From an optimization exercise on the open Yosys and OpenROAD flow, aimed at small area and a short achievable clock period; shortcuts taken in it are not production practice. Only simulation tests tie the RTL to the original design; equivalence was not proved.

## flow/config.mk

```make
export PLATFORM = sky130hd
export DESIGN_NAME = fp_mul_pipe
export DESIGN_NICKNAME = fp_mul_pipe
export VERILOG_FILES = /design/flow/design.v
export SDC_FILE = /design/flow/constraint.sdc
export NUM_CORES = 4
export LEC_CHECK = 0
export CAP_MARGIN = 20
export CORE_MARGIN = 2
export CORE_UTILIZATION = 40
export SLEW_MARGIN = 20
```

## flow/design.v

```verilog
module fp_mul_pipe (
  input  logic        clk,
  input  logic        rst_n,
  input  logic        in_valid,
  input  logic [3:0]  r_mode,
  input  logic [31:0] fp_X,
  input  logic [31:0] fp_Y,
  output logic        out_valid,
  output logic [31:0] fp_Z,
  output logic        ovrf,
  output logic        udrf
);
  localparam logic [1:0] RT_RNE = 2'd0;   
  localparam logic [1:0] RT_TRN = 2'd1;   
  localparam logic [1:0] RT_UPX = 2'd2;   
  localparam logic [1:0] RT_RMM = 2'd3;   
  localparam logic [1:0] CL_NUM = 2'd0;
  localparam logic [1:0] CL_ZER = 2'd1;
  localparam logic [1:0] CL_INF = 2'd2;
  localparam logic [1:0] CL_NAN = 2'd3;
  logic [2:0] vld_q;
  logic        s0_d;
  logic [1:0]  cl0_d, rt0_d;
  logic [9:0]  e0_d;
  logic        xz, yz, xe, ye, xfz, yfz;
  always_comb begin
    xz  = (fp_X[30:23] == 8'h00);
    yz  = (fp_Y[30:23] == 8'h00);
    xe  = (fp_X[30:23] == 8'hFF);
    ye  = (fp_Y[30:23] == 8'hFF);
    xfz = (fp_X[22:0] == 23'd0);
    yfz = (fp_Y[22:0] == 23'd0);
    s0_d = fp_X[31] ^ fp_Y[31];
    if ((xe && !xfz) || (ye && !yfz) || (xe && yz) || (ye && xz)) cl0_d = CL_NAN;
    else if (xe || ye)                                           cl0_d = CL_INF;
    else if (xz || yz)                                           cl0_d = CL_ZER;
    else                                                         cl0_d = CL_NUM;
    e0_d = {2'b00, fp_X[30:23]} + {2'b00, fp_Y[30:23]} - 10'd127;
    case (r_mode)
      4'd1:    rt0_d = RT_TRN;
      4'd2:    rt0_d = s0_d ? RT_UPX : RT_TRN;
      4'd3:    rt0_d = s0_d ? RT_TRN : RT_UPX;
      4'd4:    rt0_d = RT_RMM;
      default: rt0_d = RT_RNE;
    endcase
  end
  logic        s0_q;
  logic [1:0]  cl0_q, rt0_q;
  logic [9:0]  e0_q;
  logic [22:0] fx0_q, fy0_q;
  logic [47:0] prod1_d;
  logic [5:0]  tz1_d;
  logic        st0_d, st1_d;
  function automatic logic [4:0] tz23(input logic [22:0] f);
    tz23 = 5'd23;
    for (int i = 22; i >= 0; i--) if (f[i]) tz23 = 5'(i);
  endfunction
  always_comb begin
    prod1_d = {24'd0, 1'b1, fx0_q} * {24'd0, 1'b1, fy0_q};
    tz1_d   = {1'b0, tz23(fx0_q)} + {1'b0, tz23(fy0_q)};
    st1_d   = (tz1_d < 6'd23);   
    st0_d   = (tz1_d < 6'd22);   
  end
  logic        s1_q, st0_q, st1_q;
  logic [1:0]  cl1_q, rt1_q;
  logic [9:0]  e1_q;
  logic [25:0] p1_q;
  logic        h, g, st, inc;
  logic [23:0] mant;
  logic [24:0] mant_r;
  logic [9:0]  ef;
  logic        ovf, udf;
  logic [31:0] z_d;
  logic        ovrf_d, udrf_d;
  always_comb begin
    h    = p1_q[25];
    mant = h ? p1_q[25:2] : p1_q[24:1];
    g    = h ? p1_q[1] : p1_q[0];
    st   = h ? st1_q : st0_q;
    case (rt1_q)
      RT_TRN:  inc = 1'b0;
      RT_UPX:  inc = g | st;
      RT_RMM:  inc = g;
      default: inc = g & (st | mant[0]);
    endcase
    mant_r = {1'b0, mant} + {24'd0, inc};
    ef     = e1_q + {9'd0, h} + {9'd0, mant_r[24]};
    ovf    = ($signed(ef) >= 10'sd255);
    udf    = ($signed(ef) <= 10'sd0);
    ovrf_d = 1'b0;
    udrf_d = 1'b0;
    case (cl1_q)
      CL_NAN: z_d = 32'h7FC0_0000;
      CL_INF: z_d = {s1_q, 8'hFF, 23'd0};
      CL_ZER: z_d = {s1_q, 31'd0};
      default: begin
        ovrf_d = ovf;
        udrf_d = udf;
        if (ovf)      z_d = {s1_q, (rt1_q == RT_TRN) ? 31'h7F7F_FFFF : 31'h7F80_0000};
        else if (udf) z_d = {s1_q, 31'd0};
        else          z_d = {s1_q, ef[7:0], mant_r[24] ? 23'd0 : mant_r[22:0]};
      end
    endcase
  end
  logic [31:0] z_q;
  logic        ovrf_q, udrf_q;
  always_ff @(posedge clk or negedge rst_n) begin
    if (!rst_n) vld_q <= '0;
    else        vld_q <= {vld_q[1:0], in_valid};
  end
  always_ff @(posedge clk) begin
    s0_q   <= s0_d;
    cl0_q  <= cl0_d;
    rt0_q  <= rt0_d;
    e0_q   <= e0_d;
    fx0_q  <= fp_X[22:0];
    fy0_q  <= fp_Y[22:0];
    s1_q   <= s0_q;
    cl1_q  <= cl0_q;
    rt1_q  <= rt0_q;
    e1_q   <= e0_q;
    p1_q   <= prod1_d[47:22];
    st0_q  <= st0_d;
    st1_q  <= st1_d;
    z_q    <= z_d;
    ovrf_q <= ovrf_d;
    udrf_q <= udrf_d;
  end
  assign out_valid = vld_q[2];
  assign fp_Z      = z_q;
  assign ovrf      = ovrf_q;
  assign udrf      = udrf_q;
endmodule
```

## flow/constraint.sdc

```tcl
create_clock -name core_clock -period 8.5 [get_ports {clk}]
set_input_delay 1.7000 -clock core_clock [delete_from_list [all_inputs] [get_ports {clk}]]
set_output_delay 1.7000 -clock core_clock [all_outputs]
set_load 0.01 [all_outputs]
```

## flow/run.sh

```bash
#!/bin/bash
# synth_recipe.tcl (not shown) runs the flow's synth.tcl, then flattens the netlist and writes it again
# the make line also repeats each setting of config.mk as NAME=value (left out here)
make -C /OpenROAD-flow-scripts/flow DESIGN_CONFIG=/design/flow/config.mk WORK_HOME=/design/flow/orfs CLKGATE_MAP_FILE= SYNTH_SCRIPT=/design/flow/synth_recipe.tcl finish
```

==> summary.txt <==
==> worst max-delay path, stage by stage (launching register included) <==
cell and delay [ns]:
dfxtp_1 0.74, inv_1 0.30, nor2_1 0.18, fa_1 0.46
fa_1 0.54, inv_1 0.05, fa_1 0.49, fa_1 0.52
inv_1 0.06, fa_1 0.49, fa_1 0.50, inv_1 0.05
fa_1 0.48, inv_1 0.05, ha_1 0.34, nand3_1 0.18
nor3_2 0.26, o211ai_1 0.15, o211ai_2 0.51, nand2_2 0.24
o311a_4 0.43, o21bai_2 0.15, xor2_1 0.18
==> path summary, 6_finish.rpt <==
check	to	cells after the start
worst max register to register	p1_q[9]	22
worst max-delay path	p1_q[9]	22
max in group asynchronous	vld_q[0]	1
worst min-delay path	cl1_q[1]	0
min in group asynchronous	vld_q[2]	1
worst min register to register	cl1_q[1]	0
==> layer usage <==
layer | global-route usage (%) | routed length, um | share of wire (%) | vias to the layer above
li1 | - | - | - | 8063
met1 | 34.0 | 30300 | 42 | 9255
met2 | 37.8 | 31800 | 44 | 821
met3 | 6.29 | 7080 | 9.9 | 142
met4 | 8.70 | 2350 | 3.3 | 0
met5 | 0 | 0 | 0 | -
==> cells in the final DEF, fill, tap and decap left out, types with 6 or more instances in the layout <==
master           Yosys  routed
nor4_1              22      22
and3_1               9       9
a21o_1              16      16
o21bai_1            10      10
nand2b_1             9       9
a21oi_1             86      86
nor3_1              20      20
xnor2_1             53      53
nor2_1             125     125
nor2b_1              6       6
nand4_1             17      17
ha_1               192     192
buf_4                7      71
a31oi_1             10      10
clkinv_1             9       9
fa_1               484     484
nand2_1            320     320
mux2i_1             15      15
clkdlybuf4s50_1      0     105
inv_1              590     590
o21ai_0             30      30
clkbuf_16            0      17
o211ai_1            18      18
dfxtp_1            138     136
xor2_1              26      26
and2_1             197     197
nand3_1             32      32
==> cells in the mapped netlist (15+ instances only) <==
library cell / count
dfxtp_1: 138
xnor2_1: 53
nor2_1: 125
nand2_1: 320
inv_1: 590
and2_1: 197
nor4_1: 22
mux2i_1: 15
nand4_1: 17
xor2_1: 26
fa_1: 484
clkbuf_1: 108
o211ai_1: 18
ha_1: 192
nor3_1: 20
o21ai_0: 30
a21o_1: 16
a21oi_1: 86
nand3_1: 32
==> per-stage QoR <==
stage	setup WS [ns]	cells	util [%]	instance area [um^2]
2_1_floorplan	1.98	2639	-	23800
3_3_place_gp	1.25	3465	43.9	25800
3_5_place_dp	1.09	3465	43.9	25800
4_1_cts	1.05	3497	44.9	26400
5_1_grt	0.640	3497	44.9	26400
6_report	1.05	3497	44.9	26400
==> state kept, by name, summed over array words and instances, names as in the netlist, 2 cells and up <==
signal / cells
z_q: 32
p1_q: 26
fx0_q: 23
fy0_q: 23
e0_q: 10
e1_q: 10
vld_q: 3
cl0_q: 2
cl1_q: 2
rt0_q: 2
rt1_q: 2
==> cell type report <==
class / instances / area, um^2 / share of cell area (%)
multi-input combinational: 1775 / 18200 / 68.8
sequential: 141 / 2840 / 10.7
inverter: 600 / 2250 / 8.52
timing repair buffer: 176 / 1580 / 5.99
tap: 773 / 967 / 3.66
clock buffer: 20 / 467 / 1.77
clock inverter: 12 / 125 / 0.473
==> cells by family (layout without fill, tap and decap cells) <==
family          count (synthesis)  after routing  share of synthesized area (%)
flops                         141            141                           11.9
buf+inv                       723            808                           11.6
xor+xnor                       79             79                           2.91
fa+ha+maj                     676            676                           50.8
compound gates                220            220                           6.01
simple gates                  780            780                           15.9
mux                            20             20                          0.868
==> summary.txt <==
area share of the leading cell type in the synthesized netlist 40.7%; worst setup path start fy0_q[2]; Yosys warning count 1; GR Util All Layers about a quarter; post-synthesis instance total approximately 2,600; Worst-Margin Slew 1.09 ns; worst-path maximum fanout 17; worst setup path class reg -> reg; antenna cells 0; Initial Utilization 40.4%; TritonRoute pass-1 iters 5; RSZ-0062 raised after global routing no; crit path DAT about 7.8 ns; share of cells above drive strength 1 4.99%; syn_area_per_cell roughly 9.0 um^2; DRT antenna net count 0; Synth Register Bits 141; hold_sp cl0_q[1]; Synth area leaders fa_1, dfxtp_1, ha_1, inv_1, and2_1; Die W 248 um; clock tree buffer depth 2; max_cap viols 0; Slew Viols, Final 0; FP Rows 89; Hold WC Path Type reg -> reg; status timing/DRC/antenna clean; Vias per Instance approximately 5.2; layout net count about 3,500; Synth area leader fa_1; synthesized cell area 23,800 um^2; endpoint class of the critical path register; Async SR Flop Fraction 2.13%; CP Launch Type register; DP HPWL approximately 56,000 um; vias in the first global route just under 20,000; fillers between 5,000 and 6,000; post-synthesis net count 3,386; Buffers on Ports 105; Clock Sinks 141; post-synth cell types 79; global route overflow 0; H-tree depth 4; predominant post-synthesis flop cell dfxtp_1; worst-skew pair later-pin latency 0.48 ns; Core Area 58,900 um^2; fmax 134 MHz; die height roughly 250 um; final WL 71,500 um; first-pass GRT wire length 114,000 um; clock slew at reported path FFs 0.07 ns; Die ar. between 60,000 and 70,000 um^2; post-synthesis sequential area ratio 11.9%; CTS resizes 0; Worst EP required 8.90 ns; Top Ports 106; FF-to-FF Start fy0_q[2]; Fin Setup TNS 0 ns; initial antenna violation count 3; final setup violation count 0; Hold-fix buffers, CTS 0; Setup Buffers After CTS 0; worst clock skew between 0.02 and 0.03 ns; slew margin rel. 26.9%; CTS Buf Count 17; r2r setup slk 1.05 ns; vias post-DR 18,281; area delta synth->final 11.1%; clock root cell clkbuf_16; Worst Hold Margin 0.322 ns; EDFF count, synth 0; DR iter-0 viols approximately 1,500; Hold Fails Final Rpt 0; final worst path period share between 80% and 90%; pin count of the biggest net entering global routing 44; TritonCTS clock tree built; GPL Wtd Cong roughly 0.91; crit path time final 7.45 ns; DRC viols 0; Avg WL per Cell 20.4 um

==> afterwards: timing with drivers on the ports <==
The results above use ideal ports. As a check the final layout listed here was re-extracted and re-timed, cells and wires unchanged.
Step 1: set_driving_cell puts a clkbuf_16 on clk and a buf_2 on each other input, an assumption about the parent block.
Step 2 moves the port delays by t, midway between the first and last clock arrival at a register: inputs arrive t later, outputs are due t later. That takes back most of the time a late clock gives input paths.
a / b / c = ideal ports / drivers / drivers and shift; a / b = the first two.
t (ns): 0.528
setup WS [ns]: 1.050 / 1.050 / 1.050
worst data-port slew with drivers (ns): 0.05
After both steps this run still meets setup and hold. The setup slack of this run moves by 0.000 ns with the drivers and by 0.000 ns with both steps.
